From an optimization exercise on the open Yosys and OpenROAD flow, aimed at small area; shortcuts taken in it are not production practice. In this exercise RTL edits were held to simulation tests only and were not proved equivalent to the original. Power figures rest on the tool's default switching activity, not on a simulated workload.

==> config.mk <==
export PLATFORM = sky130hd
export DESIGN_NAME = reg_file_sb
export DESIGN_NICKNAME = reg_file_sb
export VERILOG_FILES = /design/flow/design.v
export SDC_FILE = /design/flow/constraint.sdc
export NUM_CORES = 4
export LEC_CHECK = 0
export CAP_MARGIN = 20
export CORE_MARGIN = 2
export CORE_UTILIZATION = 50
export CTS_CLUSTER_DIAMETER = 150
export CTS_CLUSTER_SIZE = 24
export SETUP_SLACK_MARGIN = 0.1
export SLEW_MARGIN = 20
export SYNTH_HIERARCHICAL = 1
export SYNTH_MINIMUM_KEEP_SIZE = 0
==> constraint.sdc <==
create_clock -name core_clock -period 6.0 [get_ports {clkIn}]
set_input_delay 1.2000 -clock core_clock [delete_from_list [all_inputs] [get_ports {clkIn}]]
set_output_delay 1.2000 -clock core_clock [all_outputs]
set_load 0.01 [all_outputs]
==> design.v <==
package reg_file_sb_pkg;
  localparam int   XLEN_DEF     = 32;
  localparam int   NREG_DEF     = 32;
  localparam int   ZERO_REG     = 0;
  localparam logic RESET_ACTIVE = 1'b1;
  typedef enum logic [1:0] {
    CNT_HOLD,
    CNT_INC,
    CNT_DEC
  } cntOpT;
  function automatic int addrWidth(input int n);
    addrWidth = (n <= 2) ? 1 : $clog2(n);
  endfunction
endpackage
module rf_dec
#(
  parameter int AW       = 5,
  parameter int N        = 32,
  parameter bit USE_EN   = 1'b1,
  parameter bit USE_ALL  = 1'b1,
  parameter bit USE_NONE = 1'b1,
  parameter bit USE_MASK = 1'b0
)(
  input  logic          en,
  input  logic          all,
  input  logic          none,
  input  logic [AW-1:0] a,
  input  logic [N-1:0]  mask,
  output logic [N-1:0]  y
);
  localparam int LW = (AW + 1) / 2;
  localparam int HW = AW - LW;
  logic [(1<<LW)-1:0] loN;
  logic [(1<<HW)-1:0] hiN;
  logic               fAll;
  logic               fOn;
  assign fAll = USE_ALL && all;
  assign fOn  = (!USE_EN || en) && !(USE_NONE && none);
  always_comb begin
    for (int i = 0; i < (1<<LW); i++) loN[i] = ~(fAll | (a[LW-1:0] == LW'(i)));
    for (int i = 0; i < (1<<HW); i++) hiN[i] = ~(fAll | (fOn & (a[AW-1:LW] == HW'(i))));
  end
  assign y[0] = 1'b0;
  for (genvar r = 1; r < N; r++) begin : gRow
    if (USE_MASK) begin : gMask
      rf_nor3 u (.a(hiN[r >> LW]), .b(loN[r & ((1<<LW)-1)]), .c(mask[r]), .y(y[r]));
    end else begin : gPlain
      rf_nor2 u (.a(hiN[r >> LW]), .b(loN[r & ((1<<LW)-1)]), .y(y[r]));
    end
  end
endmodule
module rf_nor2 (
  input  logic a,
  input  logic b,
  output logic y
);
  assign y = ~(a | b);
endmodule
module rf_nor3 (
  input  logic a,
  input  logic b,
  input  logic c,
  output logic y
);
  assign y = ~(a | b | c);
endmodule
module rf_nand2 (
  input  logic a,
  input  logic b,
  output logic y
);
  assign y = ~(a & b);
endmodule
module rf_aoi3 (
  input  logic [2:0] d,
  input  logic [2:0] s,
  output logic       y
);
  assign y = ~|(d & s);
endmodule
module rf_nand4 (
  input  logic [3:0] a,
  output logic       y
);
  assign y = ~&a;
endmodule
module rf_or3 (
  input  logic [2:0] a,
  output logic       y
);
  assign y = |a;
endmodule
module rf_rdbit
#(
  parameter int N = 32
)(
  input  logic [N-1:0] d,
  input  logic [N-1:0] s,
  output logic         y
);
  logic [11:0] n;
  logic [2:0]  m;
  for (genvar g = 0; g < 10; g++) begin : gGrp
    rf_aoi3 u (.d(d[3*g +: 3]), .s(s[3*g +: 3]), .y(n[g]));
  end
  rf_nand2 u30 (.a(d[30]), .b(s[30]), .y(n[10]));
  rf_nand2 u31 (.a(d[31]), .b(s[31]), .y(n[11]));
  rf_nand4 c0 (.a(n[3:0]),  .y(m[0]));
  rf_nand4 c1 (.a(n[7:4]),  .y(m[1]));
  rf_nand4 c2 (.a(n[11:8]), .y(m[2]));
  rf_or3   c3 (.a(m),       .y(y));
endmodule
module reg_file_sb
#(
  parameter int XLEN     = reg_file_sb_pkg::XLEN_DEF,
  parameter int NREG     = reg_file_sb_pkg::NREG_DEF,
  parameter int NRD      = 2,
  parameter int PORT_REG = 31,
  parameter int PORT_W   = 16,
  localparam int AW      = reg_file_sb_pkg::addrWidth(NREG)
)(
  input  logic                clkIn,
  input  logic                resetIn,
  input  logic [NRD*AW-1:0]   rsIn,
  output logic [NRD*XLEN-1:0] DataOut,
  input  logic [AW-1:0]       rdIn,
  input  logic [XLEN-1:0]     DataIn,
  input  logic                WriteIn,
  input  logic                issueIn,
  input  logic [AW-1:0]       issueRdIn,
  output logic [NRD-1:0]      busyOut,
  output logic                stallOut,
  output logic [AW:0]         pendOut,
  output logic [PORT_W-1:0]   portOut
);
  logic            rst;
  logic [NREG-1:0] wen;      
  logic [NREG-1:0] wrDec;    
  logic [NREG-1:0] isDec;    
  logic [XLEN-1:0] wData;
  logic [XLEN-1:0] regs [1:NREG-1];
  logic [NREG-1:1] busyR;
  logic [NREG-1:0] busy;     
  logic [AW-1:0]   pendCount;
  logic            busyIs;   
  logic            busyWr;   
  logic            sameRow;
  logic            incPend;
  logic            decPend;
  assign rst = (resetIn == reg_file_sb_pkg::RESET_ACTIVE);
  rf_dec #(.AW(AW), .N(NREG), .USE_NONE(1'b0)) wrDecode (
    .en (WriteIn), .all (rst), .none (1'b0), .a (rdIn), .mask ({NREG{1'b0}}), .y (wen)
  );
  rf_dec #(.AW(AW), .N(NREG), .USE_ALL(1'b0), .USE_NONE(1'b0)) wrDecodeR (
    .en (WriteIn), .all (1'b0), .none (1'b0), .a (rdIn), .mask ({NREG{1'b0}}), .y (wrDec)
  );
  rf_dec #(.AW(AW), .N(NREG), .USE_ALL(1'b0)) isDecode (
    .en (issueIn), .all (1'b0), .none (rst), .a (issueRdIn), .mask ({NREG{1'b0}}), .y (isDec)
  );
  assign wData = rst ? '0 : DataIn;
  for (genvar r = 1; r < NREG; r++) begin : gRow
    always_ff @(posedge clkIn) begin
      if (wen[r]) regs[r] <= wData;
    end
  end
  for (genvar r = 1; r < NREG; r++) begin : gBusy
    always_ff @(posedge clkIn) begin
      busyR[r] <= isDec[r] | (busyR[r] & ~wen[r]);
    end
  end
  assign busy = {busyR, 1'b0};
  rf_rdbit #(.N(NREG)) busyIsRd (.d(busy), .s(isDec), .y(busyIs));
  rf_rdbit #(.N(NREG)) busyWrRd (.d(busy), .s(wen),   .y(busyWr));
  assign sameRow = issueIn && (issueRdIn == rdIn);
  assign incPend = |isDec && !busyIs;
  assign decPend = busyWr && !sameRow;
  always_ff @(posedge clkIn) begin
    if (rst)                      pendCount <= '0;
    else if (incPend && !decPend) pendCount <= pendCount + AW'(1);
    else if (decPend && !incPend) pendCount <= pendCount - AW'(1);
  end
  assign pendOut = {1'b0, pendCount};
  for (genvar p = 0; p < NRD; p++) begin : gRead
    logic [AW-1:0]   rs;
    logic            byp;
    logic [NREG-1:0] sel;
    assign rs  = rsIn[p*AW +: AW];
    assign byp = WriteIn && (rdIn == rs) && (rs != '0);
    rf_dec #(.AW(AW), .N(NREG), .USE_EN(1'b0), .USE_ALL(1'b0), .USE_NONE(1'b0),
             .USE_MASK(1'b1)) rdDecode (
      .en (1'b1), .all (1'b0), .none (1'b0), .a (rs), .mask (wrDec), .y (sel)
    );
    for (genvar b = 0; b < XLEN; b++) begin : gBit
      logic [NREG-1:0] col;
      assign col[0] = DataIn[b];
      for (genvar r = 1; r < NREG; r++) begin : gCol
        assign col[r] = regs[r][b];
      end
      rf_rdbit #(.N(NREG)) rd (
        .d (col), .s ({sel[NREG-1:1], byp}), .y (DataOut[p*XLEN + b])
      );
    end
    rf_rdbit #(.N(NREG)) rdBusy (.d(busy), .s(sel), .y(busyOut[p]));
  end
  assign stallOut = |busyOut;
  assign portOut = regs[PORT_REG][PORT_W-1:0];
endmodule
==> run.sh <==
#!/bin/bash
# synth_recipe.tcl (not shown) runs the flow's synth.tcl, then flattens the netlist and writes it again
# the make line also repeats each setting of config.mk as NAME=value (left out here)
make -C /OpenROAD-flow-scripts/flow DESIGN_CONFIG=/design/flow/config.mk WORK_HOME=/design/flow/orfs CLKGATE_MAP_FILE= SYNTH_SCRIPT=/design/flow/synth_recipe.tcl finish
==> results of run 1 <==
[metal layers]
metal | wire length, microns | part of all wire | up-vias | track usage
li1 | - | - | 12900 | -
met1 | 57900 | 0.35 | 16200 | 0.506
met2 | 74100 | 0.44 | 3155 | 0.581
met3 | 24000 | 0.14 | 630 | 0.0877
met4 | 10800 | 0.065 | 8 | 0.206
met5 | 55 | 0.00033 | - | 0
[state kept, by name, summed over array words and instances (netlist names)]
| name | cells |
|---|---|
| regs | 992 |
| busyR | 31 |
| pendCount | 5 |
[where the power goes]
| part | leakage, nW | internal, mW | switching (mW) |
|---|---|---|---|
| clock network | 0.649 | 1.56 | 2.19 |
| logic | 5.97 | 0.614 | 1.14 |
| registers | 9.18 | 8.63 | 0.354 |
[path summary, 6_finish.rpt]
check                  to  slack [ps]  cells after the start
min          pendCount[4]         560                      2
max reg2reg  pendCount[4]        2570                     11
max           DataOut[33]          80                     10
min reg2reg  pendCount[4]         560                      2
[what timing repair did]
| action | 4_1_cts | 5_1_grt |
|---|---|---|
| resized for setup | 14 | 14 |
| hold buffers | 0 | 0 |
| pin swaps | 8 | 9 |
| endpoints found under the setup margin | 62 | 62 |
| buffers inserted | 7 | 11 |
[tightest hold or removal path, delay by kind of cell (launching register included)]
family	cells	cell delay, ps
flops	1	330
simple gates	1	90
mux	1	120
[metrics by stage]
| stage | util | instances | setup slack, ps |
|---|---|---|---|
| floorplan | - | 2535 | 918 |
| global placement | 0.572 | 3975 | -109 |
| detailed placement | 0.573 | 3979 | -58.4 |
| CTS | 0.590 | 4055 | 75.0 |
| global route | 0.594 | 4069 | 101 |
| finish | 0.594 | 4069 | 83.5 |
[layout make-up]
cell class                 instances  area, sq um
sequential                      1028        30500
clock buffer                      67         1290
timing repair buffer             412         4070
multi-input combinational       1443        12200
fill                            6319        33900
inverter                          37          139
tap                             1080         1350
clock inverter                     2         50.0
==> impl_results.html, run 1 <==
<table>
<tr><th>Metric</th><th>Value</th></tr>
<tr><th colspan="2">Run</th></tr>
<tr><td>Maximum Capacitance Violations</td><td>0</td></tr>
<tr><th colspan="2">Routing</th></tr>
<tr><td>Total vias in the final route</td><td>roughly 33,000</td></tr>
<tr><td>Detailed-route wire length per cell</td><td>~40 microns</td></tr>
<tr><td>Routed Wire Length</td><td>about 170 mm</td></tr>
<tr><td>Detailed-routing iteration count for the pre-antenna-repair pass</td><td>15</td></tr>
<tr><td>Routed via count divided by cell count</td><td>just over 8</td></tr>
<tr><td>Remaining antenna violation count after routing</td><td>0</td></tr>
<tr><td>1st-iter DRT viols</td><td>just over 8,000</td></tr>
<tr><td>Count of unresolved DRC violations after routing</td><td>0</td></tr>
<tr><th colspan="2">Critical path</th></tr>
<tr><td>Worst path most repeated cell</td><td>sky130_fd_sc_hd__buf_4</td></tr>
<tr><td>Cell-by-cell listing of the critical path</td><td>clkdlybuf4s50_1 &gt; buf_4 &gt; buf_4 &gt; nand3_1 &gt; nor3_4 &gt; buf_4 &gt; a222oi_1 &gt; nand4_1 &gt; or3_1 &gt; clkdlybuf4s50_1</td></tr>
<tr><td>Critical path buffers and inverters</td><td>5</td></tr>
<tr><td>Slowest library cell on the worst path</td><td>sky130_fd_sc_hd__nor3_4</td></tr>
<tr><td>Worst Path Max Fanout</td><td>12</td></tr>
<tr><td>Critical Path Start</td><td>rsIn[7]</td></tr>
<tr><td>Reg2Reg Launch Point</td><td>busyR[15]</td></tr>
<tr><td>Required time at the endpoint of the critical path</td><td>between 4000 and 5000 ps</td></tr>
<tr><td>Worst Path Arrival</td><td>about 4700 ps</td></tr>
<tr><td>Worst setup EP type</td><td>output port</td></tr>
<tr><td>Cell type group with the largest total delay on the critical path</td><td>buffers and inverters</td></tr>
<tr><td>Startpoint types</td><td>input port</td></tr>
<tr><td>Largest stage delay, worst path</td><td>slightly above 900 ps</td></tr>
<tr><td>Class of the most critical setup path</td><td>in2out</td></tr>
<tr><th colspan="2">Global route</th></tr>
<tr><td>Aggregate global routing overflow</td><td>0</td></tr>
<tr><td>First-pass GRT wire length</td><td>232 mm</td></tr>
<tr><td>Aggregate global-route resource usage</td><td>0.380</td></tr>
<tr><td>Largest net degree at the start of global routing</td><td>34</td></tr>
<tr><td>Antenna violations before repair</td><td>7</td></tr>
<tr><td>Via count of the first global-routing pass</td><td>32,300</td></tr>
<tr><th colspan="2">Place</th></tr>
<tr><td>Routability cong.</td><td>0.967</td></tr>
<tr><td>Cell area reported after detailed placement</td><td>about 48,000 sq um</td></tr>
<tr><td>DP HPWL</td><td>between 100 and 150 mm</td></tr>
<tr><td>Count of input and output buffers</td><td>between 100 and 150</td></tr>
<tr><th colspan="2">Worst hold path</th></tr>
<tr><td>Worst hold-check path type</td><td>reg2reg</td></tr>
<tr><td>Source of the worst hold timing path</td><td>pendCount[4]</td></tr>
<tr><th colspan="2">Timing</th></tr>
<tr><td>Final-report hold violation count</td><td>0</td></tr>
<tr><td>Accumulated negative setup slack</td><td>0 ps</td></tr>
<tr><td>Worst Tran Pin Value</td><td>1200 ps</td></tr>
<tr><td>Worst hold slack after final layout</td><td>564 ps</td></tr>
<tr><td>Worst-case clock skew</td><td>roughly 15 ps</td></tr>
<tr><td>Count of final max-slew check failures</td><td>0</td></tr>
<tr><td>RSZ-0062 raised after global routing</td><td>false</td></tr>
<tr><td>Maximum achievable frequency</td><td>between 0.15 and 0.2 GHz</td></tr>
<tr><td>Period utilisation layout</td><td>0.986</td></tr>
<tr><td>Time the worst path needs with I/O delays and setup</td><td>a little under 6000 ps</td></tr>
<tr><td>Setup violators final</td><td>0</td></tr>
<tr><td>Slew margin rel.</td><td>0.200</td></tr>
<tr><th colspan="2">Die</th></tr>
<tr><td>Placeable Area</td><td>about 84,000 sq um</td></tr>
<tr><td>Floorplan die height</td><td>about 300 microns</td></tr>
<tr><td>Starting Density</td><td>0.505</td></tr>
<tr><td>Total Die Area</td><td>around 87,000 sq um</td></tr>
<tr><td>Number of rows in the core area</td><td>approximately 110</td></tr>
<tr><td>Die X</td><td>about 300 microns</td></tr>
<tr><td>Ports</td><td>between 100 and 150</td></tr>
<tr><th colspan="2">Pwr</th></tr>
<tr><td>Pwr per Cell Area</td><td>~300 nW/um^2</td></tr>
<tr><td>Total power</td><td>14.5 mW</td></tr>
<tr><td>IR Drop Worst-Case VDD</td><td>about 0.24 mV</td></tr>
<tr><td>Reported leakage power</td><td>about 16 nW</td></tr>
<tr><th colspan="2">Final layout</th></tr>
<tr><td>Nets@finish</td><td>about 3,000</td></tr>
<tr><td>Share of final-layout standard cells stronger than drive strength 1</td><td>0.155</td></tr>
<tr><td>Area growth, synth to finish</td><td>17.6%</td></tr>
<tr><td>Most common cell after layout, fill and taps aside</td><td>sky130_fd_sc_hd__edfxtp_1</td></tr>
<tr><td>Most frequent cells in the layout</td><td>sky130_fd_sc_hd__edfxtp_1 (992), sky130_fd_sc_hd__a222oi_1 (680), sky130_fd_sc_hd__buf_4 (220)</td></tr>
<tr><td>Number of antenna repair diodes</td><td>0</td></tr>
<tr><td>Design Area, Final</td><td>49,600 sq um</td></tr>
<tr><th colspan="2">Logic synthesis</th></tr>
<tr><td>Yosys warning count</td><td>12</td></tr>
<tr><td>Synthesized instance count</td><td>between 2,000 and 3,000</td></tr>
<tr><td>Area of the mapped netlist</td><td>~42,000 sq um</td></tr>
<tr><td>Avg Inst Size Synth</td><td>16.7 sq um</td></tr>
<tr><th colspan="2">Clocking</th></tr>
<tr><td>H-tree depth reported by CTS</td><td>2</td></tr>
<tr><td>Insertion delay of the later-clocked pin in the worst-skew pair</td><td>660 ps</td></tr>
<tr><td>Clock sinks</td><td>1,028</td></tr>
<tr><td>Number of buffers inserted during clock tree synthesis</td><td>48</td></tr>
<tr><td>Max Root-Sink Buffers</td><td>3</td></tr>
<tr><td>Reg clk slew, reported paths</td><td>approximately 100 ps</td></tr>
<tr><td>Clock tree from TritonCTS</td><td>done</td></tr>
<tr><td>Cell at the root of the clock tree</td><td>sky130_fd_sc_hd__clkbuf_16</td></tr>
<tr><th colspan="2">Status</th></tr>
<tr><td>Status</td><td>finished clean</td></tr>
</table>
==> run 2, diff against run 1 <==
==> flow/run.sh (new file) <==
#!/bin/bash
# Own layout flow: the standard ORFS flow (standard.sh, unchanged
# synthesis) with one setting added to config.mk: port buffers use the
# small sky130_fd_sc_hd__buf_1 instead of the delay cell buffer_ports picks
# by default. Every port still gets a buffer, and the resizer may still
# upsize it. The make run's full output goes to flow_standard.log here.
set -euo pipefail
cat >> config.mk <<'MK'
export BUFFER_PORTS_ARGS = -buffer_cell sky130_fd_sc_hd__buf_1
MK
bash standard.sh finish > flow_standard.log 2>&1
==> standard.sh (new file) <==
#!/bin/bash
# synth_recipe.tcl (not shown) runs the flow's synth.tcl, then flattens the netlist and writes it again
# the make line also repeats each setting of config.mk as NAME=value (left out here)
make -C /OpenROAD-flow-scripts/flow DESIGN_CONFIG=/design/flow/config.mk WORK_HOME=/design/flow/orfs CLKGATE_MAP_FILE= SYNTH_SCRIPT=/design/flow/synth_recipe.tcl "${@:-finish}"
--- a/config.mk
+++ b/config.mk
@@ -15,2 +15,3 @@
 export SYNTH_HIERARCHICAL = 1
 export SYNTH_MINIMUM_KEEP_SIZE = 0
+export BUFFER_PORTS_ARGS = -buffer_cell sky130_fd_sc_hd__buf_1
removed: run.sh
==> run 2 against run 1 <==
Effect of this change:
- sequential power about the same
- sequential share of layout area rose by 2.5 points
- fmax rose by 2.6%
- register-to-register slack improved by 60 ps
- via count shrank 1.6%
- utilization down 2.3 points
- worst hold slack better by 7.2 ps
- clock skew increased by 2.8 ps
- routed wire length fell by 1.5%
- flip-flop and latch count unchanged
- cell count down 2.3%
- largest power group unchanged
==> impl_results.html, run 2 <==
<table>
<tr><th>Metric</th><th>Value</th></tr>
<tr><th colspan="2">Final layout</th></tr>
<tr><td>Nets@finish</td><td>roughly 2,900</td></tr>
<tr><td>Design Area, Final</td><td>around 48,000 sq um</td></tr>
<tr><td>Registers with the most flip-flops</td><td>regs x992, busyR x31, pendCount x5</td></tr>
<tr><td>Area growth, synth to finish</td><td>13.0%</td></tr>
<tr><td>Number of flip-flops under the largest register name</td><td>approximately 990</td></tr>
<tr><td>Most common cell after layout, fill and taps aside</td><td>sky130_fd_sc_hd__edfxtp_1</td></tr>
<tr><td>Fillers</td><td>6,492</td></tr>
<tr><td>Final core utilization</td><td>0.570</td></tr>
<tr><td>Non-filler instance count after layout</td><td>3,975</td></tr>
<tr><td>Area of the multi-input gates</td><td>12,200 sq um</td></tr>
<tr><td>Area of all sequential standard cells</td><td>a little over 30,000 sq um</td></tr>
<tr><td>Share of final-layout standard cells stronger than drive strength 1</td><td>0.124</td></tr>
<tr><td>Largest register by flop count</td><td>regs</td></tr>
<tr><td>Most frequent cells in the layout</td><td>sky130_fd_sc_hd__edfxtp_1 (992), sky130_fd_sc_hd__a222oi_1 (680), sky130_fd_sc_hd__nand4_1 (207)</td></tr>
<tr><th colspan="2">Logic synthesis</th></tr>
<tr><td>Area of the mapped netlist</td><td>between 40,000 and 50,000 sq um</td></tr>
<tr><td>Avg Inst Size Synth</td><td>~17 sq um</td></tr>
<tr><td>Synthesized instance count</td><td>around 2,500</td></tr>
<tr><td>Yosys warning count</td><td>12</td></tr>
<tr><th colspan="2">Routing</th></tr>
<tr><td>Routed Wire Length</td><td>164 mm</td></tr>
<tr><td>Count of unresolved DRC violations after routing</td><td>0</td></tr>
<tr><td>Detailed-routing iteration count for the pre-antenna-repair pass</td><td>15</td></tr>
<tr><td>Detailed-route wire length per cell</td><td>about 41 microns</td></tr>
<tr><td>1st-iter DRT viols</td><td>8,348</td></tr>
<tr><td>Remaining antenna violation count after routing</td><td>0</td></tr>
<tr><td>Total vias in the final route</td><td>approximately 32,000</td></tr>
<tr><td>Routed via count divided by cell count</td><td>8.16</td></tr>
<tr><th colspan="2">Critical path</th></tr>
<tr><td>Worst Path Arrival</td><td>roughly 4600 ps</td></tr>
<tr><td>Worst Path Max Fanout</td><td>29</td></tr>
<tr><td>Class of the most critical setup path</td><td>in2out</td></tr>
<tr><td>Worst setup EP type</td><td>output port</td></tr>
<tr><td>Startpoint types</td><td>input port</td></tr>
<tr><td>Required time at the endpoint of the critical path</td><td>between 4000 and 5000 ps</td></tr>
<tr><th colspan="2">Clocking</th></tr>
<tr><td>Max Root-Sink Buffers</td><td>3</td></tr>
<tr><td>Total of cells resized after clock tree synthesis</td><td>0</td></tr>
<tr><td>Cell at the root of the clock tree</td><td>sky130_fd_sc_hd__clkbuf_16</td></tr>
<tr><td>CTS Hold Bufs</td><td>0</td></tr>
<tr><td>H-tree depth reported by CTS</td><td>2</td></tr>
<tr><td>Clock tree from TritonCTS</td><td>done</td></tr>
<tr><td>Number of buffers inserted during clock tree synthesis</td><td>48</td></tr>
<tr><td>Reg clk slew, reported paths</td><td>around 110 ps</td></tr>
<tr><td>Insertion delay of the later-clocked pin in the worst-skew pair</td><td>660 ps</td></tr>
<tr><td>Clock sinks</td><td>1,028</td></tr>
<tr><td>Number of buffers inserted to repair setup after CTS</td><td>0</td></tr>
<tr><th colspan="2">Global route</th></tr>
<tr><td>Aggregate global routing overflow</td><td>0</td></tr>
<tr><td>Met3 usage in global routing</td><td>0.107</td></tr>
<tr><td>First-pass GRT wire length</td><td>around 230 mm</td></tr>
<tr><td>Antenna violations before repair</td><td>8</td></tr>
<tr><td>Via count of the first global-routing pass</td><td>31,800</td></tr>
<tr><td>Largest net degree at the start of global routing</td><td>34</td></tr>
<tr><td>Grt met1 use</td><td>0.487</td></tr>
<tr><td>Met2 Usage GRT</td><td>0.576</td></tr>
<tr><td>Gr busiest metal</td><td>met2</td></tr>
<tr><td>Aggregate global-route resource usage</td><td>0.372</td></tr>
<tr><th colspan="2">Timing</th></tr>
<tr><td>PnR worst setup slack</td><td>about 230 ps</td></tr>
<tr><td>Maximum achievable frequency</td><td>~0.17 GHz</td></tr>
<tr><td>Slew margin rel.</td><td>0.175</td></tr>
<tr><td>Worst hold slack after final layout</td><td>around 570 ps</td></tr>
<tr><td>Period utilisation layout</td><td>0.961</td></tr>
<tr><td>Count of final max-slew check failures</td><td>0</td></tr>
<tr><td>Accumulated negative setup slack</td><td>0 ps</td></tr>
<tr><td>Time the worst path needs with I/O delays and setup</td><td>~5800 ps</td></tr>
<tr><td>Worst-case clock skew</td><td>around 18 ps</td></tr>
<tr><td>Final-report hold violation count</td><td>0</td></tr>
<tr><td>RSZ-0062 raised after global routing</td><td>false</td></tr>
<tr><td>Setup violators final</td><td>0</td></tr>
<tr><td>Worst Tran Pin Value</td><td>around 1200 ps</td></tr>
<tr><th colspan="2">Place</th></tr>
<tr><td>Dpl ws</td><td>425 ps</td></tr>
<tr><td>DP Cell Count</td><td>between 3,000 and 4,000</td></tr>
<tr><td>Routability cong.</td><td>approximately 0.94</td></tr>
<tr><td>Count of input and output buffers</td><td>around 140</td></tr>
<tr><td>Cell area reported after detailed placement</td><td>between 40,000 and 50,000 sq um</td></tr>
<tr><td>DP HPWL</td><td>between 100 and 150 mm</td></tr>
<tr><th colspan="2">Pwr</th></tr>
<tr><td>IR Drop Worst-Case VDD</td><td>~0.24 mV</td></tr>
<tr><td>Int Power</td><td>roughly 10 mW</td></tr>
<tr><td>Clock network power share</td><td>0.257</td></tr>
<tr><td>Reported leakage power</td><td>14.9 nW</td></tr>
<tr><td>Combinational power share</td><td>0.109</td></tr>
<tr><td>Total power</td><td>14.2 mW</td></tr>
<tr><td>Proportion of total power due to net switching</td><td>0.260</td></tr>
<tr><td>Relative contribution of sequential cells to total power</td><td>0.634</td></tr>
<tr><td>Net switching component of the power</td><td>roughly 3.7 mW</td></tr>
<tr><td>Pwr per Cell Area</td><td>297 nW/um^2</td></tr>
<tr><th colspan="2">Die</th></tr>
<tr><td>Starting Density</td><td>0.505</td></tr>
<tr><td>Total Die Area</td><td>between 80,000 and 90,000 sq um</td></tr>
<tr><td>Ports</td><td>145</td></tr>
<tr><td>Number of rows in the core area</td><td>106</td></tr>
<tr><td>Placeable Area</td><td>about 84,000 sq um</td></tr>
<tr><td>Floorplan die height</td><td>a little under 300 microns</td></tr>
<tr><td>Die X</td><td>between 200 and 300 microns</td></tr>
<tr><th colspan="2">Status</th></tr>
<tr><td>Status</td><td>finished clean</td></tr>
<tr><th colspan="2">Worst hold path</th></tr>
<tr><td>Worst hold-check path type</td><td>reg2reg</td></tr>
<tr><th colspan="2">Run</th></tr>
<tr><td>Maximum Capacitance Violations</td><td>0</td></tr>
</table>
[run 2: power by group through the flow]
stage | Combinational [mW] | Sequential [mW] | Clock [mW]
after global routing | 1.60 | 9.05 | 3.89
final | 1.55 | 8.98 | 3.63
after global placement | 1.47 | 9.08 | 0
after CTS | 1.50 | 8.97 | 3.66
after floorplan | 0.725 | 9.04 | 0
after detailed placement | 1.49 | 9.13 | 0
[run 2: final timing paths]
| check | from | slack [ps] | end | cells after the start |
|---|---|---|---|---|
| setup / recovery | rdIn[2] | 230 | DataOut[27] | 9 |
| hold / removal | pendCount[4] | 570 | pendCount[4] | 2 |
| setup reg to reg | busyR[14] | 2630 | pendCount[4] | 11 |
| hold reg to reg | pendCount[4] | 570 | pendCount[4] | 2 |
[run 2: metal layers]
layer | up-vias | wire, microns
met2 | 2917 | 74000
met4 | 10 | 8400
met5 | - | 64
met3 | 526 | 23700
met1 | 16200 | 58200
li1 | 12700 | -
[run 2: cell type report]
| cell class | instances | share of cell area |
|---|---|---|
| sequential | 1028 | 0.640 |
| multi-input combinational | 1443 | 0.255 |
| timing repair buffer | 329 | 0.0471 |
| tap | 1080 | 0.0284 |
| clock buffer | 53 | 0.0256 |
| inverter | 37 | 0.00291 |
| clock inverter | 3 | 0.000788 |
| antenna | 2 | 0.000105 |
[run 2: worst max-delay path, stage by stage]
cell and delay [ps]:
sky130_fd_sc_hd__buf_1 510, sky130_fd_sc_hd__nand3b_1 410, sky130_fd_sc_hd__nor2_1 420, sky130_fd_sc_hd__nor3_4 120
sky130_fd_sc_hd__buf_4 350, sky130_fd_sc_hd__a222oi_1 450, sky130_fd_sc_hd__nand4_1 410, sky130_fd_sc_hd__or3_1 520
sky130_fd_sc_hd__buf_1 150
==> run 3, diff against run 2 <==
==> flow/run.sh (replaced) <==
#!/bin/bash
# Own layout flow: the standard ORFS flow (standard.sh, unchanged
# synthesis), with two resizer settings added to config.mk:
#   - port buffers use the small sky130_fd_sc_hd__buf_1 instead of the
#     delay cell buffer_ports picks by default (every port still gets a
#     buffer, and the resizer may still upsize it);
#   - power recovery after global routing downsizes non-critical gates.
# Each make run's full output goes to a log file in this folder.
set -euo pipefail
cat >> config.mk <<'MK'
export BUFFER_PORTS_ARGS = -buffer_cell sky130_fd_sc_hd__buf_1
export RECOVER_POWER = 100
MK
bash standard.sh finish > flow_standard.log 2>&1
--- a/config.mk
+++ b/config.mk
@@ -16,2 +16,3 @@
 export SYNTH_MINIMUM_KEEP_SIZE = 0
 export BUFFER_PORTS_ARGS = -buffer_cell sky130_fd_sc_hd__buf_1
+export RECOVER_POWER = 100
==> run 3 against run 2 <==
Effect of this change:
- the layout now fails its checks (capacitance limit, slew limit)
- non-clock buffer count unchanged
- critical path depth up 2
- global-route usage unchanged
- sequential power up 0.4%
- die area unchanged
==> impl_results.html, run 3 <==
<table>
<tr><th>Metric</th><th>Value</th></tr>
<tr><th colspan="2">Routing</th></tr>
<tr><td>Detailed-route wire length per cell</td><td>41.4 microns</td></tr>
<tr><td>Remaining antenna violation count after routing</td><td>0</td></tr>
<tr><td>Count of unresolved DRC violations after routing</td><td>0</td></tr>
<tr><td>Total vias in the final route</td><td>around 32,000</td></tr>
<tr><td>Routed via count divided by cell count</td><td>8.15</td></tr>
<tr><td>1st-iter DRT viols</td><td>roughly 8,400</td></tr>
<tr><td>Routed Wire Length</td><td>164 mm</td></tr>
<tr><td>Detailed-routing iteration count for the pre-antenna-repair pass</td><td>13</td></tr>
<tr><th colspan="2">Final layout</th></tr>
<tr><td>Largest register by flop count</td><td>regs</td></tr>
<tr><td>Share of final-layout standard cells stronger than drive strength 1</td><td>0.101</td></tr>
<tr><td>Most frequent cells in the layout</td><td>sky130_fd_sc_hd__edfxtp_1 (992), sky130_fd_sc_hd__a222oi_1 (680), sky130_fd_sc_hd__nand4_1 (207)</td></tr>
<tr><td>Area growth, synth to finish</td><td>12.1%</td></tr>
<tr><td>Registers with the most flip-flops</td><td>regs x992, busyR x31, pendCount x5</td></tr>
<tr><td>Number of flip-flops under the largest register name</td><td>992</td></tr>
<tr><td>Most common cell after layout, fill and taps aside</td><td>sky130_fd_sc_hd__edfxtp_1</td></tr>
<tr><td>Nets@finish</td><td>approximately 3,000</td></tr>
<tr><th colspan="2">Timing</th></tr>
<tr><td>Worst-case clock skew</td><td>15.9 ps</td></tr>
<tr><td>Setup violators final</td><td>0</td></tr>
<tr><td>Worst Tran Pin Value</td><td>roughly 3800 ps</td></tr>
<tr><td>Period utilisation layout</td><td>0.978</td></tr>
<tr><td>PnR worst setup slack</td><td>between 100 and 150 ps</td></tr>
<tr><td>Final-report hold violation count</td><td>0</td></tr>
<tr><td>RSZ-0062 raised after global routing</td><td>false</td></tr>
<tr><td>Time the worst path needs with I/O delays and setup</td><td>slightly below 6000 ps</td></tr>
<tr><td>Count of final max-slew check failures</td><td>1,505</td></tr>
<tr><td>Slew margin rel.</td><td>-1.51</td></tr>
<tr><td>Maximum achievable frequency</td><td>0.170 GHz</td></tr>
<tr><td>Accumulated negative setup slack</td><td>0 ps</td></tr>
<tr><th colspan="2">Clocking</th></tr>
<tr><td>Clock tree from TritonCTS</td><td>done</td></tr>
<tr><td>Insertion delay of the later-clocked pin in the worst-skew pair</td><td>between 600 and 700 ps</td></tr>
<tr><td>Reg clk slew, reported paths</td><td>between 100 and 150 ps</td></tr>
<tr><td>Number of buffers inserted to repair setup after CTS</td><td>0</td></tr>
<tr><td>H-tree depth reported by CTS</td><td>2</td></tr>
<tr><td>Clock sinks</td><td>just over 1,000</td></tr>
<tr><td>Total of cells resized after clock tree synthesis</td><td>0</td></tr>
<tr><td>Cell at the root of the clock tree</td><td>sky130_fd_sc_hd__clkbuf_16</td></tr>
<tr><td>CTS Hold Bufs</td><td>0</td></tr>
<tr><td>Number of buffers inserted during clock tree synthesis</td><td>48</td></tr>
<tr><td>Max Root-Sink Buffers</td><td>3</td></tr>
<tr><th colspan="2">Critical path</th></tr>
<tr><td>Minimum setup slack among reg-to-reg paths</td><td>about 2700 ps</td></tr>
<tr><td>Endpoint of the most critical setup path</td><td>DataOut[45]</td></tr>
<tr><td>Worst Path Arrival</td><td>4670 ps</td></tr>
<tr><td>Worst Path Max Fanout</td><td>32</td></tr>
<tr><td>Startpoint types</td><td>input port</td></tr>
<tr><td>Worst setup EP type</td><td>output port</td></tr>
<tr><td>Reg2Reg Launch Point</td><td>busyR[14]</td></tr>
<tr><td>Critical register-to-register path endpoint</td><td>pendCount[4]</td></tr>
<tr><td>Required time at the endpoint of the critical path</td><td>approximately 4800 ps</td></tr>
<tr><td>Critical Path Start</td><td>rdIn[0]</td></tr>
<tr><td>Depth of the most critical reg-to-reg path</td><td>11</td></tr>
<tr><td>Class of the most critical setup path</td><td>in2out</td></tr>
<tr><th colspan="2">Status</th></tr>
<tr><td>Violated checks</td><td>capacitance limit, slew limit</td></tr>
<tr><td>Status</td><td>complete, but fails checks</td></tr>
<tr><th colspan="2">Place</th></tr>
<tr><td>DP HPWL</td><td>~100 mm</td></tr>
<tr><td>Dpl ws</td><td>around 420 ps</td></tr>
<tr><td>Count of input and output buffers</td><td>143</td></tr>
<tr><td>Routability cong.</td><td>~0.94</td></tr>
<tr><th colspan="2">Global route</th></tr>
<tr><td>Largest net degree at the start of global routing</td><td>34</td></tr>
<tr><td>Via count of the first global-routing pass</td><td>around 32,000</td></tr>
<tr><td>Aggregate global-route resource usage</td><td>0.372</td></tr>
<tr><td>Antenna violations before repair</td><td>9</td></tr>
<tr><td>First-pass GRT wire length</td><td>between 200 and 250 mm</td></tr>
<tr><td>Aggregate global routing overflow</td><td>0</td></tr>
<tr><th colspan="2">Die</th></tr>
<tr><td>Ports</td><td>roughly 150</td></tr>
<tr><td>Placeable Area</td><td>83,600 sq um</td></tr>
<tr><td>Number of rows in the core area</td><td>around 110</td></tr>
<tr><td>Die X</td><td>294 microns</td></tr>
<tr><td>Floorplan die height</td><td>294 microns</td></tr>
<tr><td>Total Die Area</td><td>86,700 sq um</td></tr>
<tr><td>Starting Density</td><td>0.505</td></tr>
<tr><th colspan="2">Run</th></tr>
<tr><td>Maximum Capacitance Violations</td><td>46</td></tr>
<tr><th colspan="2">Pwr</th></tr>
<tr><td>Pwr per Cell Area</td><td>300 nW/um^2</td></tr>
<tr><td>Reported leakage power</td><td>~15 nW</td></tr>
<tr><td>IR Drop Worst-Case VDD</td><td>0.245 mV</td></tr>
<tr><td>Total power</td><td>about 14 mW</td></tr>
<tr><th colspan="2">Worst hold path</th></tr>
<tr><td>Worst hold-check path type</td><td>reg2reg</td></tr>
<tr><td>WHS Path Cells</td><td>2</td></tr>
<tr><th colspan="2">Logic synthesis</th></tr>
<tr><td>Avg Inst Size Synth</td><td>approximately 17 sq um</td></tr>
<tr><td>Area of the mapped netlist</td><td>between 40,000 and 50,000 sq um</td></tr>
<tr><td>Synthesized instance count</td><td>roughly 2,500</td></tr>
<tr><td>Yosys warning count</td><td>12</td></tr>
</table>
-- run 3: area by class of cell --
type	instances	area [sq um]
Sequential cell	1028	30500
Clock inverter	3	37.5
Tap cell	1080	1350
Antenna cell	1	2.50
Fill cell	6551	36300
Clock buffer	53	1220
Multi-Input combinational cell	1443	12000
Timing Repair Buffer	329	2020
Inverter	37	139
-- run 3: worst min-delay path by stage --
stage / endpoint / start / slack [ps]
4_1_cts: busyR[6] / busyR[6] / 570
6_report: pendCount[4] / pendCount[4] / 570
3_3_place_gp: pendCount[2] / pendCount[2] / 510
5_1_grt: busyR[24] / busyR[24] / 590
2_1_floorplan: busyR[18] / busyR[18] / 490
3_5_place_dp: pendCount[2] / pendCount[2] / 550
-- run 3: worst max-delay path: stages --
cell and delay, ps:
sky130_fd_sc_hd__clkbuf_1 290, sky130_fd_sc_hd__clkbuf_1 270, sky130_fd_sc_hd__nor4_1 450, sky130_fd_sc_hd__nor3_1 90, sky130_fd_sc_hd__a21oi_1 240, sky130_fd_sc_hd__nor2_4 40, sky130_fd_sc_hd__buf_2 490, sky130_fd_sc_hd__a222oi_1 710
sky130_fd_sc_hd__nand4_1 220, sky130_fd_sc_hd__or3_1 400, sky130_fd_sc_hd__buf_1 160
-- run 3: power breakdown --
group,switching [mW],internal (mW),total (mW)
clock,2.18,1.46,3.64
sequential,0.353,8.67,9.02
combinational,1.14,0.385,1.52
-- run 3: per-layer routing --
layer  vias up  wire length [microns]  GRT usage
li1      12700                      -          -
met1     16200                  58000      0.487
met3       544                  23800      0.107
met4        12                   8320      0.176
met2      2881                  74200      0.576
met5         -                    118          0
-- run 3: stage by stage --
step	cells	area [sq um]	hold slack, ps	util
2_1_floorplan	2535	42200	492	-
3_3_place_gp	3912	46200	512	0.553
3_5_place_dp	3916	46300	547	0.554
4_1_cts	3972	47600	569	0.569
5_1_grt	3973	47300	589	0.566
6_report	3974	47300	568	0.566
==> run 4, diff against run 3 <==
--- a/design.v
+++ b/design.v
@@ -19,6 +19,5 @@
   parameter bit USE_EN   = 1'b1,
   parameter bit USE_ALL  = 1'b1,
-  parameter bit USE_NONE = 1'b1,
-  parameter bit USE_MASK = 1'b0
+  parameter bit USE_NONE = 1'b1
 )(
   input  logic          en,
@@ -26,5 +25,4 @@
   input  logic          none,
   input  logic [AW-1:0] a,
-  input  logic [N-1:0]  mask,
   output logic [N-1:0]  y
 );
@@ -43,9 +41,5 @@
   assign y[0] = 1'b0;
   for (genvar r = 1; r < N; r++) begin : gRow
-    if (USE_MASK) begin : gMask
-      rf_nor3 u (.a(hiN[r >> LW]), .b(loN[r & ((1<<LW)-1)]), .c(mask[r]), .y(y[r]));
-    end else begin : gPlain
-      rf_nor2 u (.a(hiN[r >> LW]), .b(loN[r & ((1<<LW)-1)]), .y(y[r]));
-    end
+    rf_nor2 u (.a(hiN[r >> LW]), .b(loN[r & ((1<<LW)-1)]), .y(y[r]));
   end
 endmodule
@@ -56,12 +50,4 @@
 );
   assign y = ~(a | b);
-endmodule
-module rf_nor3 (
-  input  logic a,
-  input  logic b,
-  input  logic c,
-  output logic y
-);
-  assign y = ~(a | b | c);
 endmodule
 module rf_nand2 (
@@ -136,5 +122,4 @@
   logic            rst;
   logic [NREG-1:0] wen;      
-  logic [NREG-1:0] wrDec;    
   logic [NREG-1:0] isDec;    
   logic [XLEN-1:0] wData;
@@ -150,11 +135,8 @@
   assign rst = (resetIn == reg_file_sb_pkg::RESET_ACTIVE);
   rf_dec #(.AW(AW), .N(NREG), .USE_NONE(1'b0)) wrDecode (
-    .en (WriteIn), .all (rst), .none (1'b0), .a (rdIn), .mask ({NREG{1'b0}}), .y (wen)
-  );
-  rf_dec #(.AW(AW), .N(NREG), .USE_ALL(1'b0), .USE_NONE(1'b0)) wrDecodeR (
-    .en (WriteIn), .all (1'b0), .none (1'b0), .a (rdIn), .mask ({NREG{1'b0}}), .y (wrDec)
+    .en (WriteIn), .all (rst), .none (1'b0), .a (rdIn), .y (wen)
   );
   rf_dec #(.AW(AW), .N(NREG), .USE_ALL(1'b0)) isDecode (
-    .en (issueIn), .all (1'b0), .none (rst), .a (issueRdIn), .mask ({NREG{1'b0}}), .y (isDec)
+    .en (issueIn), .all (1'b0), .none (rst), .a (issueRdIn), .y (isDec)
   );
   assign wData = rst ? '0 : DataIn;
@@ -187,7 +169,6 @@
     assign rs  = rsIn[p*AW +: AW];
     assign byp = WriteIn && (rdIn == rs) && (rs != '0);
-    rf_dec #(.AW(AW), .N(NREG), .USE_EN(1'b0), .USE_ALL(1'b0), .USE_NONE(1'b0),
-             .USE_MASK(1'b1)) rdDecode (
-      .en (1'b1), .all (1'b0), .none (1'b0), .a (rs), .mask (wrDec), .y (sel)
+    rf_dec #(.AW(AW), .N(NREG), .USE_EN(1'b0), .USE_ALL(1'b0)) rdDecode (
+      .en (1'b1), .all (1'b0), .none (byp), .a (rs), .y (sel)
     );
     for (genvar b = 0; b < XLEN; b++) begin : gBit
==> flow/run.sh (replaced) <==
#!/bin/bash
# Own layout flow: the standard ORFS flow (standard.sh, unchanged
# synthesis) with one setting added to config.mk: port buffers use the
# small sky130_fd_sc_hd__buf_1 instead of the delay cell buffer_ports picks
# by default. Every port still gets a buffer, and the resizer may still
# upsize it. The make run's full output goes to flow_standard.log here.
set -euo pipefail
cat >> config.mk <<'MK'
export BUFFER_PORTS_ARGS = -buffer_cell sky130_fd_sc_hd__buf_1
MK
bash standard.sh finish > flow_standard.log 2>&1
--- a/config.mk
+++ b/config.mk
@@ -16,3 +16,2 @@
 export SYNTH_MINIMUM_KEEP_SIZE = 0
 export BUFFER_PORTS_ARGS = -buffer_cell sky130_fd_sc_hd__buf_1
-export RECOVER_POWER = 100
==> run 4 against run 3 <==
Effect of this change:
- sequential power about the same
- first-iteration DRC count up 18%
- highest routed layer unchanged
- largest cell class unchanged
- fails the layout checks on setup timing
- clock-buffer cell count up 3
- critical path type unchanged
- worst setup slack worse by 220 ps
- clock power up 3%
- sequential share of layout area down 0.15 points
- largest power group unchanged
==> impl_results.html, run 4 <==
<table>
<tr><th>Metric</th><th>Value</th></tr>
<tr><th colspan="2">Status</th></tr>
<tr><td>Status</td><td>complete, but fails checks</td></tr>
<tr><td>Violated checks</td><td>setup timing</td></tr>
<tr><th colspan="2">Timing</th></tr>
<tr><td>Count of final max-slew check failures</td><td>0</td></tr>
<tr><td>Slew margin rel.</td><td>0.107</td></tr>
<tr><td>RSZ-0062 raised after global routing</td><td>false</td></tr>
<tr><td>Time the worst path needs with I/O delays and setup</td><td>6090 ps</td></tr>
<tr><td>PnR worst setup slack</td><td>-85.5 ps</td></tr>
<tr><td>Setup violators final</td><td>1</td></tr>
<tr><td>Worst-case clock skew</td><td>around 6.4 ps</td></tr>
<tr><td>Final-report hold violation count</td><td>0</td></tr>
<tr><td>Worst Tran Pin Value</td><td>approximately 1300 ps</td></tr>
<tr><td>Accumulated negative setup slack</td><td>-85.5 ps</td></tr>
<tr><td>Period utilisation layout</td><td>1.01</td></tr>
<tr><td>Maximum achievable frequency</td><td>roughly 0.16 GHz</td></tr>
<tr><th colspan="2">Routing</th></tr>
<tr><td>Remaining antenna violation count after routing</td><td>0</td></tr>
<tr><td>Total vias in the final route</td><td>between 30,000 and 40,000</td></tr>
<tr><td>Detailed-route wire length per cell</td><td>roughly 48 microns</td></tr>
<tr><td>Detailed-routing iteration count for the pre-antenna-repair pass</td><td>22</td></tr>
<tr><td>Uppermost signal routing layer after detailed routing</td><td>met5</td></tr>
<tr><td>Routed Wire Length</td><td>about 190 mm</td></tr>
<tr><td>Routed via count divided by cell count</td><td>about 8.6</td></tr>
<tr><td>Length of routed met3 wiring</td><td>33.9 mm</td></tr>
<tr><td>Met2 layer wire length in the routed design</td><td>~79 mm</td></tr>
<tr><td>Post-Route M1 WL</td><td>just under 60 mm</td></tr>
<tr><td>1st-iter DRT viols</td><td>9,965</td></tr>
<tr><td>Count of unresolved DRC violations after routing</td><td>0</td></tr>
<tr><th colspan="2">Place</th></tr>
<tr><td>Count of input and output buffers</td><td>roughly 140</td></tr>
<tr><td>Cell area reported after detailed placement</td><td>45,300 sq um</td></tr>
<tr><td>Dpl ws</td><td>38.9 ps</td></tr>
<tr><td>Routability cong.</td><td>approximately 1</td></tr>
<tr><td>DP HPWL</td><td>about 110 mm</td></tr>
<tr><th colspan="2">Critical path</th></tr>
<tr><td>Reg2Reg Launch Point</td><td>busyR[3]</td></tr>
<tr><td>Worst Path Arrival</td><td>just under 5000 ps</td></tr>
<tr><td>Worst path most repeated cell</td><td>sky130_fd_sc_hd__buf_1</td></tr>
<tr><td>Critical Path Start</td><td>rsIn[0]</td></tr>
<tr><td>Class of the most critical setup path</td><td>in2out</td></tr>
<tr><td>Startpoint types</td><td>input port</td></tr>
<tr><td>Largest stage delay, worst path</td><td>around 1100 ps</td></tr>
<tr><td>Worst setup EP type</td><td>output port</td></tr>
<tr><td>Cell type group with the largest total delay on the critical path</td><td>simple AND/OR/NAND/NOR gates</td></tr>
<tr><td>Critical path buffers and inverters</td><td>3</td></tr>
<tr><td>Slowest library cell on the worst path</td><td>sky130_fd_sc_hd__nor2_4</td></tr>
<tr><td>Worst Path Max Fanout</td><td>12</td></tr>
<tr><td>Required time at the endpoint of the critical path</td><td>approximately 4800 ps</td></tr>
<tr><td>Cell-by-cell listing of the critical path</td><td>buf_1 &gt; nand3b_1 &gt; nor2_4 &gt; buf_4 &gt; a222oi_1 &gt; nand4_1 &gt; or3_1 &gt; buf_1</td></tr>
<tr><td>Minimum setup slack among reg-to-reg paths</td><td>2780 ps</td></tr>
<tr><th colspan="2">Clocking</th></tr>
<tr><td>Number of buffers inserted during clock tree synthesis</td><td>48</td></tr>
<tr><td>Max Root-Sink Buffers</td><td>3</td></tr>
<tr><td>Clock sinks</td><td>~1,000</td></tr>
<tr><td>Reg clk slew, reported paths</td><td>100 ps</td></tr>
<tr><td>Clock tree from TritonCTS</td><td>done</td></tr>
<tr><td>CTS Hold Bufs</td><td>0</td></tr>
<tr><td>Insertion delay of the later-clocked pin in the worst-skew pair</td><td>roughly 660 ps</td></tr>
<tr><td>Cell at the root of the clock tree</td><td>sky130_fd_sc_hd__clkbuf_16</td></tr>
<tr><td>H-tree depth reported by CTS</td><td>2</td></tr>
<tr><th colspan="2">Global route</th></tr>
<tr><td>First-pass GRT wire length</td><td>245 mm</td></tr>
<tr><td>Largest net degree at the start of global routing</td><td>34</td></tr>
<tr><td>Aggregate global routing overflow</td><td>0</td></tr>
<tr><td>Antenna violations before repair</td><td>7</td></tr>
<tr><td>Via count of the first global-routing pass</td><td>between 30,000 and 40,000</td></tr>
<tr><td>Aggregate global-route resource usage</td><td>0.413</td></tr>
<tr><th colspan="2">Die</th></tr>
<tr><td>Floorplan die height</td><td>between 200 and 300 microns</td></tr>
<tr><td>Ports</td><td>145</td></tr>
<tr><td>Placeable Area</td><td>82,200 sq um</td></tr>
<tr><td>Starting Density</td><td>0.506</td></tr>
<tr><td>Number of rows in the core area</td><td>roughly 110</td></tr>
<tr><td>Total Die Area</td><td>85,600 sq um</td></tr>
<tr><td>Die X</td><td>approximately 290 microns</td></tr>
<tr><th colspan="2">Final layout</th></tr>
<tr><td>Most frequent cells in the layout</td><td>sky130_fd_sc_hd__edfxtp_1 (992), sky130_fd_sc_hd__a222oi_1 (680), sky130_fd_sc_hd__nand4_1 (207)</td></tr>
<tr><td>Area of the multi-input gates</td><td>approximately 12,000 sq um</td></tr>
<tr><td>Area of all sequential standard cells</td><td>30,500 sq um</td></tr>
<tr><td>Most common cell after layout, fill and taps aside</td><td>sky130_fd_sc_hd__edfxtp_1</td></tr>
<tr><td>Nets@finish</td><td>2,924</td></tr>
<tr><td>Number of flip-flops under the largest register name</td><td>992</td></tr>
<tr><td>Largest register by flop count</td><td>regs</td></tr>
<tr><td>Final core utilization</td><td>0.577</td></tr>
<tr><td>Area growth, synth to finish</td><td>13.9%</td></tr>
<tr><td>Design Area, Final</td><td>about 47,000 sq um</td></tr>
<tr><td>Share of final-layout standard cells stronger than drive strength 1</td><td>0.133</td></tr>
<tr><td>Registers with the most flip-flops</td><td>regs x992, busyR x31, pendCount x5</td></tr>
<tr><td>Fillers</td><td>between 6,000 and 7,000</td></tr>
<tr><th colspan="2">Pwr</th></tr>
<tr><td>IR Drop Worst-Case VDD</td><td>between 0.2 and 0.3 mV</td></tr>
<tr><td>Reported leakage power</td><td>around 15 nW</td></tr>
<tr><td>Total power</td><td>between 10 and 15 mW</td></tr>
<tr><td>Pwr per Cell Area</td><td>around 300 nW/um^2</td></tr>
<tr><th colspan="2">Logic synthesis</th></tr>
<tr><td>Area of the mapped netlist</td><td>roughly 42,000 sq um</td></tr>
<tr><td>Yosys warning count</td><td>11</td></tr>
<tr><td>Avg Inst Size Synth</td><td>around 17 sq um</td></tr>
<tr><td>Synthesized instance count</td><td>about 2,500</td></tr>
<tr><th colspan="2">Run</th></tr>
<tr><td>Maximum Capacitance Violations</td><td>0</td></tr>
<tr><th colspan="2">Worst hold path</th></tr>
<tr><td>Source of the worst hold timing path</td><td>busyR[6]</td></tr>
<tr><td>Worst hold-check path type</td><td>reg2reg</td></tr>
</table>
[run 4: cell types whose count changed in the layout (fill, tap and decap cells not counted), moves of 6 or more]
cell                       previous run  this run
sky130_fd_sc_hd__diode_2              1         7
sky130_fd_sc_hd__nor2_1              71        40
sky130_fd_sc_hd__clkbuf_1            67         7
sky130_fd_sc_hd__nor2_4              33       108
sky130_fd_sc_hd__nor2_2               0        13
sky130_fd_sc_hd__and2b_1              0        16
sky130_fd_sc_hd__nor3_4              60         0
sky130_fd_sc_hd__nor2b_1             28         2
sky130_fd_sc_hd__buf_4              103       146
sky130_fd_sc_hd__nor2b_4              0        13
[run 4: routing by layer]
metal,global-route usage,up-vias
met5,0.00397,-
met4,0.282,6
met3,0.156,982
met2,0.607,3857
met1,0.507,16600
li1,-,12600
[run 4: through the flow]
stage,std cells,hold slack [ps]
after floorplan,2495,492
after global placement,3813,508
after detailed placement,3819,523
after CTS,3888,550
after global routing,3942,572
final,3947,553
[run 4: where the power goes]
part,leakage [nW],switching [mW],total [mW],internal [mW]
clock,0.636,2.22,3.75,1.53
combinational,4.94,1.26,1.66,0.404
sequential,9.18,0.371,9.00,8.63
[run 4: cell type report]
cell class | instances | area share
Clock buffer | 56 | 0.0264
Tap cell | 1070 | 0.0282
Sequential cell | 1028 | 0.643
Inverter | 39 | 0.00309
Antenna cell | 7 | 0.000369
Clock inverter | 2 | 0.00106
Multi-Input combinational cell | 1427 | 0.251
Timing Repair Buffer | 318 | 0.0463
[run 4: repair_timing]
action | CTS | global route
setup buffers | 4 | 30
setup endpoints to repair | 15 | 64
gates cloned | 7 | 19
endpoints found under the hold margin | 0 | 0
gates resized for setup | 1 | 24
pin swaps | 8 | 28
[run 4: path summary, 6_finish.rpt]
path / to / cells past startpoint
worst max-delay path: DataOut[25] / 8
worst min-delay path: busyR[6] / 1
worst max register to register: pendCount[4] / 11
worst min register to register: busyR[6] / 1
==> run 5, diff against run 4 <==
--- a/design.v
+++ b/design.v
@@ -19,5 +19,7 @@
   parameter bit USE_EN   = 1'b1,
   parameter bit USE_ALL  = 1'b1,
-  parameter bit USE_NONE = 1'b1
+  parameter bit USE_NONE = 1'b1,
+  parameter bit USE_MASK = 1'b0,
+  parameter bit INV      = 1'b0
 )(
   input  logic          en,
@@ -25,10 +27,11 @@
   input  logic          none,
   input  logic [AW-1:0] a,
+  input  logic [N-1:0]  maskN,
   output logic [N-1:0]  y
 );
   localparam int LW = (AW + 1) / 2;
   localparam int HW = AW - LW;
-  logic [(1<<LW)-1:0] loN;
-  logic [(1<<HW)-1:0] hiN;
+  logic [(1<<LW)-1:0] lo;
+  logic [(1<<HW)-1:0] hi;
   logic               fAll;
   logic               fOn;
@@ -36,18 +39,32 @@
   assign fOn  = (!USE_EN || en) && !(USE_NONE && none);
   always_comb begin
-    for (int i = 0; i < (1<<LW); i++) loN[i] = ~(fAll | (a[LW-1:0] == LW'(i)));
-    for (int i = 0; i < (1<<HW); i++) hiN[i] = ~(fAll | (fOn & (a[AW-1:LW] == HW'(i))));
-  end
-  assign y[0] = 1'b0;
+    for (int i = 0; i < (1<<LW); i++) lo[i] = fAll | (a[LW-1:0] == LW'(i));
+    for (int i = 0; i < (1<<HW); i++) hi[i] = fAll | (fOn & (a[AW-1:LW] == HW'(i)));
+  end
+  assign y[0] = INV;
   for (genvar r = 1; r < N; r++) begin : gRow
-    rf_nor2 u (.a(hiN[r >> LW]), .b(loN[r & ((1<<LW)-1)]), .y(y[r]));
-  end
-endmodule
-module rf_nor2 (
+    if (INV) begin : gInv
+      rf_nand2 u (.a(hi[r >> LW]), .b(lo[r & ((1<<LW)-1)]), .y(y[r]));
+    end else if (USE_MASK) begin : gMask
+      rf_and3 u (.a(hi[r >> LW]), .b(lo[r & ((1<<LW)-1)]), .c(maskN[r]), .y(y[r]));
+    end else begin : gPlain
+      rf_and2 u (.a(hi[r >> LW]), .b(lo[r & ((1<<LW)-1)]), .y(y[r]));
+    end
+  end
+endmodule
+module rf_and2 (
   input  logic a,
   input  logic b,
   output logic y
 );
-  assign y = ~(a | b);
+  assign y = a & b;
+endmodule
+module rf_and3 (
+  input  logic a,
+  input  logic b,
+  input  logic c,
+  output logic y
+);
+  assign y = a & b & c;
 endmodule
 module rf_nand2 (
@@ -121,5 +138,7 @@
 );
   logic            rst;
+  logic            rstN;
   logic [NREG-1:0] wen;      
+  logic [NREG-1:0] wrDecN;   
   logic [NREG-1:0] isDec;    
   logic [XLEN-1:0] wData;
@@ -135,10 +154,17 @@
   assign rst = (resetIn == reg_file_sb_pkg::RESET_ACTIVE);
   rf_dec #(.AW(AW), .N(NREG), .USE_NONE(1'b0)) wrDecode (
-    .en (WriteIn), .all (rst), .none (1'b0), .a (rdIn), .y (wen)
+    .en (WriteIn), .all (rst), .none (1'b0), .a (rdIn), .maskN ({NREG{1'b1}}), .y (wen)
+  );
+  rf_dec #(.AW(AW), .N(NREG), .USE_ALL(1'b0), .USE_NONE(1'b0),
+           .INV(1'b1)) wrDecodeR (
+    .en (WriteIn), .all (1'b0), .none (1'b0), .a (rdIn), .maskN ({NREG{1'b1}}), .y (wrDecN)
   );
   rf_dec #(.AW(AW), .N(NREG), .USE_ALL(1'b0)) isDecode (
-    .en (issueIn), .all (1'b0), .none (rst), .a (issueRdIn), .y (isDec)
+    .en (issueIn), .all (1'b0), .none (rst), .a (issueRdIn), .maskN ({NREG{1'b1}}), .y (isDec)
   );
-  assign wData = rst ? '0 : DataIn;
+  assign rstN = ~rst;
+  for (genvar b = 0; b < XLEN; b++) begin : gWData
+    rf_and2 u (.a(DataIn[b]), .b(rstN), .y(wData[b]));
+  end
   for (genvar r = 1; r < NREG; r++) begin : gRow
     always_ff @(posedge clkIn) begin
@@ -169,6 +195,7 @@
     assign rs  = rsIn[p*AW +: AW];
     assign byp = WriteIn && (rdIn == rs) && (rs != '0);
-    rf_dec #(.AW(AW), .N(NREG), .USE_EN(1'b0), .USE_ALL(1'b0)) rdDecode (
-      .en (1'b1), .all (1'b0), .none (byp), .a (rs), .y (sel)
+    rf_dec #(.AW(AW), .N(NREG), .USE_EN(1'b0), .USE_ALL(1'b0), .USE_NONE(1'b0),
+             .USE_MASK(1'b1)) rdDecode (
+      .en (1'b1), .all (1'b0), .none (1'b0), .a (rs), .maskN (wrDecN), .y (sel)
     );
     for (genvar b = 0; b < XLEN; b++) begin : gBit
==> run 5 against run 4 <==
Effect of this change:
- now clean on timing, DRC and antenna
- critical path depth increased by 1
- routed wire length shrank 15%
- global-route usage fell by 4.9 points
- non-clock buffer count shrank 65
- sequential power is essentially flat
- sequential share of layout area grew 1.5 points
- flip-flop and latch count unchanged
- clock power hardly changed
- first-iteration DRC count decreased by 16%
- worst setup slack better by 240 ps
- area after synthesis up 1.2%
==> impl_results.html, run 5 <==
<table>
<tr><th>Metric</th><th>Value</th></tr>
<tr><th colspan="2">Status</th></tr>
<tr><td>Status</td><td>finished clean</td></tr>
<tr><th colspan="2">Critical path</th></tr>
<tr><td>Required time at the endpoint of the critical path</td><td>around 4800 ps</td></tr>
<tr><td>Class of the most critical setup path</td><td>in2out</td></tr>
<tr><td>Worst Path Max Fanout</td><td>26</td></tr>
<tr><td>Startpoint types</td><td>input port</td></tr>
<tr><td>Worst setup EP type</td><td>output port</td></tr>
<tr><td>Worst Path Arrival</td><td>between 4000 and 5000 ps</td></tr>
<tr><th colspan="2">Timing</th></tr>
<tr><td>Final-report hold violation count</td><td>0</td></tr>
<tr><td>RSZ-0062 raised after global routing</td><td>false</td></tr>
<tr><td>Setup violators final</td><td>0</td></tr>
<tr><td>Worst Tran Pin Value</td><td>approximately 1200 ps</td></tr>
<tr><td>Time the worst path needs with I/O delays and setup</td><td>5850 ps</td></tr>
<tr><td>Period utilisation layout</td><td>0.975</td></tr>
<tr><td>Slew margin rel.</td><td>0.185</td></tr>
<tr><td>Accumulated negative setup slack</td><td>0 ps</td></tr>
<tr><td>Worst-case clock skew</td><td>19.6 ps</td></tr>
<tr><td>Maximum achievable frequency</td><td>~0.17 GHz</td></tr>
<tr><td>Count of final max-slew check failures</td><td>0</td></tr>
<tr><th colspan="2">Routing</th></tr>
<tr><td>Detailed-route wire length per cell</td><td>about 41 microns</td></tr>
<tr><td>Routed via count divided by cell count</td><td>roughly 8</td></tr>
<tr><td>1st-iter DRT viols</td><td>8,365</td></tr>
<tr><td>Routed Wire Length</td><td>162 mm</td></tr>
<tr><td>Total vias in the final route</td><td>around 32,000</td></tr>
<tr><td>Count of unresolved DRC violations after routing</td><td>0</td></tr>
<tr><td>Detailed-routing iteration count for the pre-antenna-repair pass</td><td>14</td></tr>
<tr><td>Remaining antenna violation count after routing</td><td>0</td></tr>
<tr><th colspan="2">Logic synthesis</th></tr>
<tr><td>Yosys warning count</td><td>12</td></tr>
<tr><td>Avg Inst Size Synth</td><td>between 15 and 20 sq um</td></tr>
<tr><td>Area of the mapped netlist</td><td>about 42,000 sq um</td></tr>
<tr><td>Synthesized instance count</td><td>2,529</td></tr>
<tr><th colspan="2">Global route</th></tr>
<tr><td>Antenna violations before repair</td><td>3</td></tr>
<tr><td>Aggregate global routing overflow</td><td>0</td></tr>
<tr><td>First-pass GRT wire length</td><td>223 mm</td></tr>
<tr><td>Largest net degree at the start of global routing</td><td>34</td></tr>
<tr><td>Via count of the first global-routing pass</td><td>31,300</td></tr>
<tr><td>Aggregate global-route resource usage</td><td>0.364</td></tr>
<tr><th colspan="2">Die</th></tr>
<tr><td>Total Die Area</td><td>86,600 sq um</td></tr>
<tr><td>Number of rows in the core area</td><td>between 100 and 150</td></tr>
<tr><td>Starting Density</td><td>0.504</td></tr>
<tr><td>Ports</td><td>approximately 150</td></tr>
<tr><td>Placeable Area</td><td>between 80,000 and 90,000 sq um</td></tr>
<tr><td>Floorplan die height</td><td>roughly 290 microns</td></tr>
<tr><td>Die X</td><td>between 200 and 300 microns</td></tr>
<tr><th colspan="2">Final layout</th></tr>
<tr><td>Share of final-layout standard cells stronger than drive strength 1</td><td>0.0939</td></tr>
<tr><td>Number of flip-flops under the largest register name</td><td>a little under 1,000</td></tr>
<tr><td>Most common cell after layout, fill and taps aside</td><td>sky130_fd_sc_hd__edfxtp_1</td></tr>
<tr><td>Area growth, synth to finish</td><td>9.86%</td></tr>
<tr><td>Non-filler instance count after layout</td><td>about 3,900</td></tr>
<tr><td>Fillers</td><td>~6,600</td></tr>
<tr><td>Largest register by flop count</td><td>regs</td></tr>
<tr><td>Nets@finish</td><td>2,874</td></tr>
<tr><td>Registers with the most flip-flops</td><td>regs x992, busyR x31, pendCount x5</td></tr>
<tr><td>Most frequent cells in the layout</td><td>sky130_fd_sc_hd__edfxtp_1 (992), sky130_fd_sc_hd__a222oi_1 (680), sky130_fd_sc_hd__nand4_1 (207)</td></tr>
<tr><th colspan="2">Place</th></tr>
<tr><td>DP HPWL</td><td>between 90 and 100 mm</td></tr>
<tr><td>Count of input and output buffers</td><td>between 100 and 150</td></tr>
<tr><td>DP Cell Count</td><td>roughly 3,800</td></tr>
<tr><td>Routability cong.</td><td>~1</td></tr>
<tr><th colspan="2">Clocking</th></tr>
<tr><td>Cell at the root of the clock tree</td><td>sky130_fd_sc_hd__clkbuf_16</td></tr>
<tr><td>Clock sinks</td><td>approximately 1,000</td></tr>
<tr><td>Reg clk slew, reported paths</td><td>about 100 ps</td></tr>
<tr><td>Number of buffers inserted during clock tree synthesis</td><td>48</td></tr>
<tr><td>Number of buffers inserted to repair setup after CTS</td><td>0</td></tr>
<tr><td>CTS Hold Bufs</td><td>0</td></tr>
<tr><td>Max Root-Sink Buffers</td><td>3</td></tr>
<tr><td>Insertion delay of the later-clocked pin in the worst-skew pair</td><td>~650 ps</td></tr>
<tr><td>H-tree depth reported by CTS</td><td>2</td></tr>
<tr><td>Clock tree from TritonCTS</td><td>done</td></tr>
<tr><td>Total of cells resized after clock tree synthesis</td><td>0</td></tr>
<tr><th colspan="2">Pwr</th></tr>
<tr><td>Pwr per Cell Area</td><td>between 300 and 400 nW/um^2</td></tr>
<tr><td>Reported leakage power</td><td>around 15 nW</td></tr>
<tr><td>Total power</td><td>approximately 14 mW</td></tr>
<tr><td>IR Drop Worst-Case VDD</td><td>0.210 mV</td></tr>
<tr><th colspan="2">Run</th></tr>
<tr><td>Maximum Capacitance Violations</td><td>0</td></tr>
<tr><th colspan="2">Worst hold path</th></tr>
<tr><td>Worst hold-check path type</td><td>reg2reg</td></tr>
</table>
==> run 5: per-layer routing <==
layer	wire length, microns	track usage	up-vias
li1	-	-	12600
met1	55100	0.473	16000
met2	72000	0.552	3020
met3	23200	0.0871	509
met4	11500	0.229	0
met5	0	0	-
==> run 5: layout make-up <==
cell class                      count  area (sq um)  area share
Clock inverter                      1          16.3    0.000351
Multi-Input combinational cell   1446         11500       0.248
Inverter                           36           135     0.00292
Sequential cell                  1028         30500       0.659
Timing Repair Buffer              253          1470      0.0317
Tap cell                         1080          1350      0.0292
Clock buffer                       69          1340      0.0290
Antenna cell                        6          15.0    0.000324
==> run 5: path summary, 6_finish.rpt <==
check                                from           end  slack (ps)  depth (start not counted)
worst min-delay path            busyR[27]     busyR[27]         560                          1
worst min register to register  busyR[27]     busyR[27]         560                          1
worst max register to register  busyR[12]  pendCount[4]        2710                         11
worst max-delay path              rdIn[2]   DataOut[32]         150                          9
==> run 5: critical path, stage by stage <==
cell and delay, ps:
sky130_fd_sc_hd__buf_1 330, sky130_fd_sc_hd__nor3b_1 600, sky130_fd_sc_hd__nand2_1 140, sky130_fd_sc_hd__and3_1 390
sky130_fd_sc_hd__buf_4 380, sky130_fd_sc_hd__a222oi_1 500, sky130_fd_sc_hd__nand4_1 430, sky130_fd_sc_hd__or3_1 510
sky130_fd_sc_hd__buf_1 140
==> run 5: stage by stage <==
step	util	worst slack, ps	hold WS, ps	area [sq um]
3_3_place_gp	0.537	362	519	44800
3_5_place_dp	0.537	331	532	44900
5_1_grt	0.554	150	573	46300
4_1_cts	0.554	327	553	46300
6_report	0.554	152	560	46300
2_1_floorplan	-	1320	492	42200
==> run 5: report_power, final <==
group          switching (mW)  internal [mW]  leakage [nW]
Clock                    2.19           1.56         0.657
Combinational            1.10          0.372          4.86
Sequential              0.352           8.63          9.18
Total                    3.65           10.6          14.7

[static timing again, ports no longer ideal]
The results above use ideal ports. As a check the final layouts listed here were re-extracted and re-timed, cells and wires unchanged. Step 1, drivers: a clkbuf_16 drives clkIn and a buf_2 each remaining input, both assumed. Step 2 moves the port delays by t, midway between the first and last clock arrival at a register: inputs arrive t later, outputs are due t later. That takes back most of the time a late clock gives input paths. Three values: ideal ports, drivers, drivers and shift; two values: the first two.
| run | t (ns) | setup WS [ns] | hold WS [ns] | worst setup path after step 2 | pins driven straight from the clock port |
|---|---|---|---|---|---|
| run 1 | 0.710 | 0.083 / 0.058 / 0.058 | 0.564 / 0.564 / 0.564 | input to output | 1 |
| run 2 | 0.718 | 0.234 / 0.201 / 0.201 | 0.571 / 0.571 / 0.571 | input to output | 1 |
| run 3 | 0.718 | 0.132 / 0.109 / -0.299 | 0.568 / 0.568 / 0.568 | input to register | 1 |
| run 4 | 0.726 | -0.086 / -0.118 / -0.118 | 0.553 / 0.553 / 0.553 | input to output | 1 |
| run 5 | 0.712 | 0.152 / 0.133 / 0.133 | 0.560 / 0.560 / 0.560 | input to output | 1 |
The setup slack of run 3, which loses most, moves by -0.023 ns with the drivers and by -0.431 ns with both steps.
